What follows belongs to an exercise in optimizing a design on an open flow for small area; a production flow would make more cautious choices.
Only simulation tests tie the RTL to the original design; equivalence was not proved. No driver is modelled on the clock port, so clocking that relies on it looks cheaper here than on a real chip.

Q:
==> flow/design.v <==
package cjg_stack_pkg;
  localparam logic [1:0] OP_NONE = 2'b00;
  localparam logic [1:0] OP_POP  = 2'b01;
  localparam logic [1:0] OP_PUSH = 2'b10;
  localparam logic [1:0] OP_REPL = 2'b11;
  function automatic int sp_width(input int addrw);
    sp_width = addrw + 1;
  endfunction
endpackage
module cjg_stack_ram #(
  parameter int unsigned WIDTH = 32,
  parameter int unsigned DEPTH = 32
) (
  input  logic [WIDTH*DEPTH-1:0] rows,
  input  logic [DEPTH-1:0]       rsel,
  output logic [WIDTH-1:0]       rdata
);
  localparam int unsigned NG = DEPTH / 3;
  localparam int unsigned NR = DEPTH - 3 * NG;
  for (genvar b = 0; b < int'(WIDTH); b++) begin : g_bit
    logic [NG+NR-1:0] grp_n;
    for (genvar g = 0; g < int'(NG); g++) begin : g_grp
      cjg_stack_aoi3 u_aoi (
        .s (rsel[3*g +: 3]),
        .x ({rows[WIDTH*(3*g+2)+b], rows[WIDTH*(3*g+1)+b], rows[WIDTH*(3*g)+b]}),
        .y (grp_n[g])
      );
    end
    for (genvar k = 0; k < int'(NR); k++) begin : g_rest
      cjg_stack_nand2 u_nand (
        .a (rsel[3*NG+k]),
        .b (rows[WIDTH*(3*NG+k)+b]),
        .y (grp_n[NG+k])
      );
    end
    assign rdata[b] = ~&grp_n;
  end
endmodule
module cjg_stack_aoi3 (
  input  logic [2:0] s,
  input  logic [2:0] x,
  output logic       y
);
  assign y = ~|(s & x);
endmodule
module cjg_stack_nand2 (
  input  logic a,
  input  logic b,
  output logic y
);
  assign y = ~(a & b);
endmodule
module cjg_stack_and2 (
  input  logic a,
  input  logic b,
  output logic y
);
  assign y = a & b;
endmodule
module cjg_hw_stack #(
  parameter int unsigned WIDTH = 32,
  parameter int unsigned DEPTH = 32,
  parameter int unsigned ADDRW = 5
) (
  input  logic             clk,
  input  logic             reset,
  input  logic [WIDTH-1:0] d,
  input  logic             push,
  input  logic             pop,
  input  logic             clear,
  input  logic             err_clr,
  output logic [WIDTH-1:0] q,
  output logic [ADDRW:0]   sp,
  output logic             empty,
  output logic             full,
  output logic             overflow,
  output logic             underflow,
  input  logic             scan_in0,
  input  logic             scan_en,
  input  logic             test_mode,
  output logic             scan_out0
);
  localparam int unsigned SPW = cjg_stack_pkg::sp_width(ADDRW);
  localparam int unsigned NLO = 4;                
  localparam int unsigned NHI = DEPTH / NLO;      
  logic [WIDTH*DEPTH-1:0] mem;
  logic [DEPTH-1:0]       rsel;
  logic [DEPTH-1:0]       wsel;
  logic [ADDRW-1:0]       sp_inc;
  logic [ADDRW-1:0]       waddr;
  logic [NLO-1:0]         r_lo, w_lo;
  logic [NHI-1:0]         r_hi, w_hi;
  logic                   do_push;
  logic                   do_repl;
  logic                   do_pop;
  logic                   unused_dft;
  assign unused_dft = &{1'b0, scan_in0, scan_en, test_mode};
  assign scan_out0  = 1'b0;
  assign empty = (sp == '0);
  assign full  = sp[ADDRW];
  assign do_push = push & ~clear & (~pop | empty) & ~full;
  assign do_repl = push & pop & ~clear & ~empty;
  assign do_pop  = pop & ~push & ~clear & ~empty;
  assign sp_inc = sp[ADDRW-1:0] + ADDRW'(1);
  assign waddr  = do_push ? sp_inc : sp[ADDRW-1:0];
  always_comb begin
    for (int j = 0; j < int'(NLO); j++) begin
      r_lo[j] = (sp[1:0] == 2'(j));
      w_lo[j] = (waddr[1:0] == 2'(j)) & (do_push | do_repl);
    end
    for (int k = 0; k < int'(NHI); k++) begin
      r_hi[k] = (sp[ADDRW-1:2] == (ADDRW-2)'(k));
      w_hi[k] = (waddr[ADDRW-1:2] == (ADDRW-2)'(k));
    end
  end
  for (genvar i = 0; i < int'(DEPTH); i++) begin : g_sel
    cjg_stack_and2 u_rsel (.a (i == 0 ? full : r_lo[i % NLO]), .b (r_hi[i / NLO]), .y (rsel[i]));
    cjg_stack_and2 u_wsel (.a (w_lo[i % NLO]), .b (w_hi[i / NLO]), .y (wsel[i]));
  end
  for (genvar i = 0; i < int'(DEPTH); i++) begin : g_row
    always_ff @(posedge clk) begin
      if (wsel[i]) mem[WIDTH*i +: WIDTH] <= d;
    end
  end
  cjg_stack_ram #(
    .WIDTH (WIDTH),
    .DEPTH (DEPTH)
  ) u_rd (
    .rows  (mem),
    .rsel  (rsel),
    .rdata (q)
  );
  always_ff @(posedge clk or negedge reset) begin
    if (!reset) begin
      sp        <= '0;
      overflow  <= 1'b0;
      underflow <= 1'b0;
    end else begin
      if (clear) sp <= '0;
      else if (do_push) sp <= sp + SPW'(1);
      else if (do_pop) sp <= sp - SPW'(1);
      overflow  <= ~clear & ((push & ~pop & full) | (overflow & ~err_clr));
      underflow <= ~clear & ((pop & ~push & empty) | (underflow & ~err_clr));
    end
  end
endmodule
==> flow/config.mk <==
export PLATFORM = sky130hd
export DESIGN_NAME = cjg_hw_stack
export DESIGN_NICKNAME = cjg_hw_stack
export VERILOG_FILES = /design/flow/design.v
export SDC_FILE = /design/flow/constraint.sdc
export NUM_CORES = 4
export LEC_CHECK = 0
export CAP_MARGIN = 20
export CORE_MARGIN = 2
export CORE_UTILIZATION = 40
export SLEW_MARGIN = 20
export SYNTH_HIERARCHICAL = 1
==> flow/constraint.sdc <==
create_clock -name core_clock -period 6.0 [get_ports {clk}]
set_input_delay 1.2000 -clock core_clock [delete_from_list [all_inputs] [get_ports {clk}]]
set_output_delay 1.2000 -clock core_clock [all_outputs]
set_load 0.01 [all_outputs]
standard.sh (not shown) runs the stock make flow with config.mk's settings and CLKGATE_MAP_FILE= SYNTH_SCRIPT=/design/flow/synth_recipe.tcl, a recipe that flattens the netlist after the stock synthesis.
==> flow/flow/run.sh <==
#!/bin/bash
# The standard ORFS layout (standard.sh, standard synthesis unchanged) with
# these placement/CTS options changed:
#  - buffer_ports inserts sky130_fd_sc_hd__buf_2 on every input and output port
#    instead of the delay buffer (clkdlybuf4s50_1) it picks by default;
#  - before global placement, flow/upsz.tcl gives the high-fanout select-line
#    drivers their 4x-drive variant;
#  - CTS clusters up to 30 sinks within 100 um per leaf buffer and inserts no
#    dummy loads.
# The full make output goes to standard.log; each ORFS step keeps its own log
# under orfs/logs/.
set -euo pipefail
bash standard.sh \
  "BUFFER_PORTS_ARGS=-buffer_cell sky130_fd_sc_hd__buf_2" \
  "PRE_GLOBAL_PLACE_TCL=$PWD/flow/upsz.tcl" \
  "CTS_ARGS=-sink_clustering_enable -repair_clock_nets -dont_use_dummy_load -sink_clustering_size 30 -sink_clustering_max_diameter 100" \
  finish > standard.log 2>&1
==> flow/flow/upsz.tcl <==
# PRE_GLOBAL_PLACE hook: give each logic gate that drives 16 or more loads (the
# row and column select lines) its 4x-drive variant before placement, so
# repair_design does not have to split these nets with buffers.
set db [ord::get_db]
set nup 0
foreach net [[ord::get_db_block] getNets] {
  if {[$net getSigType] ne "SIGNAL"} continue
  set drv ""
  set nl 0
  foreach it [$net getITerms] {
    if {[$it isOutputSignal]} { set drv $it } else { incr nl }
  }
  if {$drv eq "" || $nl < 16} continue
  set inst [$drv getInst]
  set m [[$inst getMaster] getName]
  if {![regexp {^(sky130_fd_sc_hd__[a-z0-9]+)_([0-9]+)$} $m -> base sz]} continue
  if {[string match "*df*" $base] || $sz >= 4} continue
  set nm [$db findMaster "${base}_4"]
  if {$nm eq "NULL"} continue
  $inst swapMaster $nm
  incr nup
}
puts "upsz: resized $nup drivers"
Input-level comparison between R and Q:
-- flow/design.v --
<<< Q, line 87
  logic [DEPTH-1:0]       rsel;
  logic [DEPTH-1:0]       wsel;
  logic [ADDRW-1:0]       sp_inc;
  logic [ADDRW-1:0]       waddr;
  logic [NLO-1:0]         r_lo, w_lo;
  logic [NHI-1:0]         r_hi, w_hi;
>>> R, line 87
  logic [DEPTH-1:0]       rsel;
  logic [DEPTH-1:0]       wsel;
  logic [NLO-1:0]         r_lo, w_lo;
  logic [NHI-1:0]         r_hi, w_hi;
<<< Q, line 102
  assign do_repl = push & pop & ~clear & ~empty;
  assign do_pop  = pop & ~push & ~clear & ~empty;
  assign sp_inc = sp[ADDRW-1:0] + ADDRW'(1);
  assign waddr  = do_push ? sp_inc : sp[ADDRW-1:0];
  always_comb begin
    for (int j = 0; j < int'(NLO); j++) begin
      r_lo[j] = (sp[1:0] == 2'(j));
      w_lo[j] = (waddr[1:0] == 2'(j)) & (do_push | do_repl);
    end
    for (int k = 0; k < int'(NHI); k++) begin
      r_hi[k] = (sp[ADDRW-1:2] == (ADDRW-2)'(k));
      w_hi[k] = (waddr[ADDRW-1:2] == (ADDRW-2)'(k));
    end
  end
  for (genvar i = 0; i < int'(DEPTH); i++) begin : g_sel
>>> R, line 100
  assign do_repl = push & pop & ~clear & ~empty;
  assign do_pop  = pop & ~push & ~clear & ~empty;
  always_comb begin
    for (int j = 0; j < int'(NLO); j++) r_lo[j] = (sp[1:0] == 2'(j));
    for (int k = 0; k < int'(NHI); k++) r_hi[k] = (sp[ADDRW-1:2] == (ADDRW-2)'(k));
    for (int j = 0; j < int'(NLO); j++)
      w_lo[j] = (do_repl & r_lo[j]) | (do_push & r_lo[(j + int'(NLO) - 1) % int'(NLO)]);
    for (int k = 0; k < int'(NHI); k++)
      w_hi[k] = (do_push & r_lo[NLO-1]) ? r_hi[(k + int'(NHI) - 1) % int'(NHI)] : r_hi[k];
  end
  for (genvar i = 0; i < int'(DEPTH); i++) begin : g_sel
<<< Q, line 131
    .rdata (q)
  );
  always_ff @(posedge clk or negedge reset) begin
    if (!reset) begin
>>> R, line 125
    .rdata (q)
  );
  logic [SPW-1:0] all1, all0, sp_n;
  always_comb begin
    all1[0] = 1'b1;
    all0[0] = 1'b1;
    for (int i = 1; i < int'(SPW); i++) begin
      all1[i] = all1[i-1] & sp[i-1];
      all0[i] = all0[i-1] & ~sp[i-1];
    end
    for (int i = 0; i < int'(SPW); i++)
      sp_n[i] = ~clear & (sp[i] ^ ((do_push & all1[i]) | (do_pop & all0[i])));
  end
  always_ff @(posedge clk or negedge reset) begin
    if (!reset) begin
<<< Q, line 137
      underflow <= 1'b0;
    end else begin
      if (clear) sp <= '0;
      else if (do_push) sp <= sp + SPW'(1);
      else if (do_pop) sp <= sp - SPW'(1);
      overflow  <= ~clear & ((push & ~pop & full) | (overflow & ~err_clr));
      underflow <= ~clear & ((pop & ~push & empty) | (underflow & ~err_clr));
>>> R, line 142
      underflow <= 1'b0;
    end else begin
      sp        <= sp_n;
      overflow  <= ~clear & ((push & ~pop & full) | (overflow & ~err_clr));
      underflow <= ~clear & ((pop & ~push & empty) | (underflow & ~err_clr));
Result for Q and R: all clean
Wire length for R is higher than for Q.
Changes observed in R relative to Q: number of cells traversed by the worst register-to-register path now sits lower; slew of the pin with the lowest slew margin +0.19 ns; worst setup slack grew by 0.28 ns; number of global-route vias before repair was more or less identical.
Delta(die area, R - Q) < 0

port drivers added, routing unchanged:
The flow's constraints put no driver on any port. The routed layouts listed below were extracted and timed again, unchanged, in two steps.
Step 1 assumes that a clkbuf_16 drives the clock port and a buf_2 every other input.
Step 2 also shifts input and output timing later by t, the mid clock arrival at the registers, as if the neighbouring blocks saw the same clock.
Three values: ideal ports, drivers, drivers and shift; two values: the first two.
run | t, ns | setup WS [ns] | hold slack, ns | worst slew at a driven data input, ns | cell pins on the clock port's net
Q | 0.663 | 1.067 / 1.002 / 1.665 | 0.421 / 0.381 / 0.648 | 0.13 | 1
R | 0.663 | 1.345 / 1.276 / 1.940 | 0.431 / 0.388 / 0.565 | 0.13 | 1
After both steps every run listed still meets setup and hold.
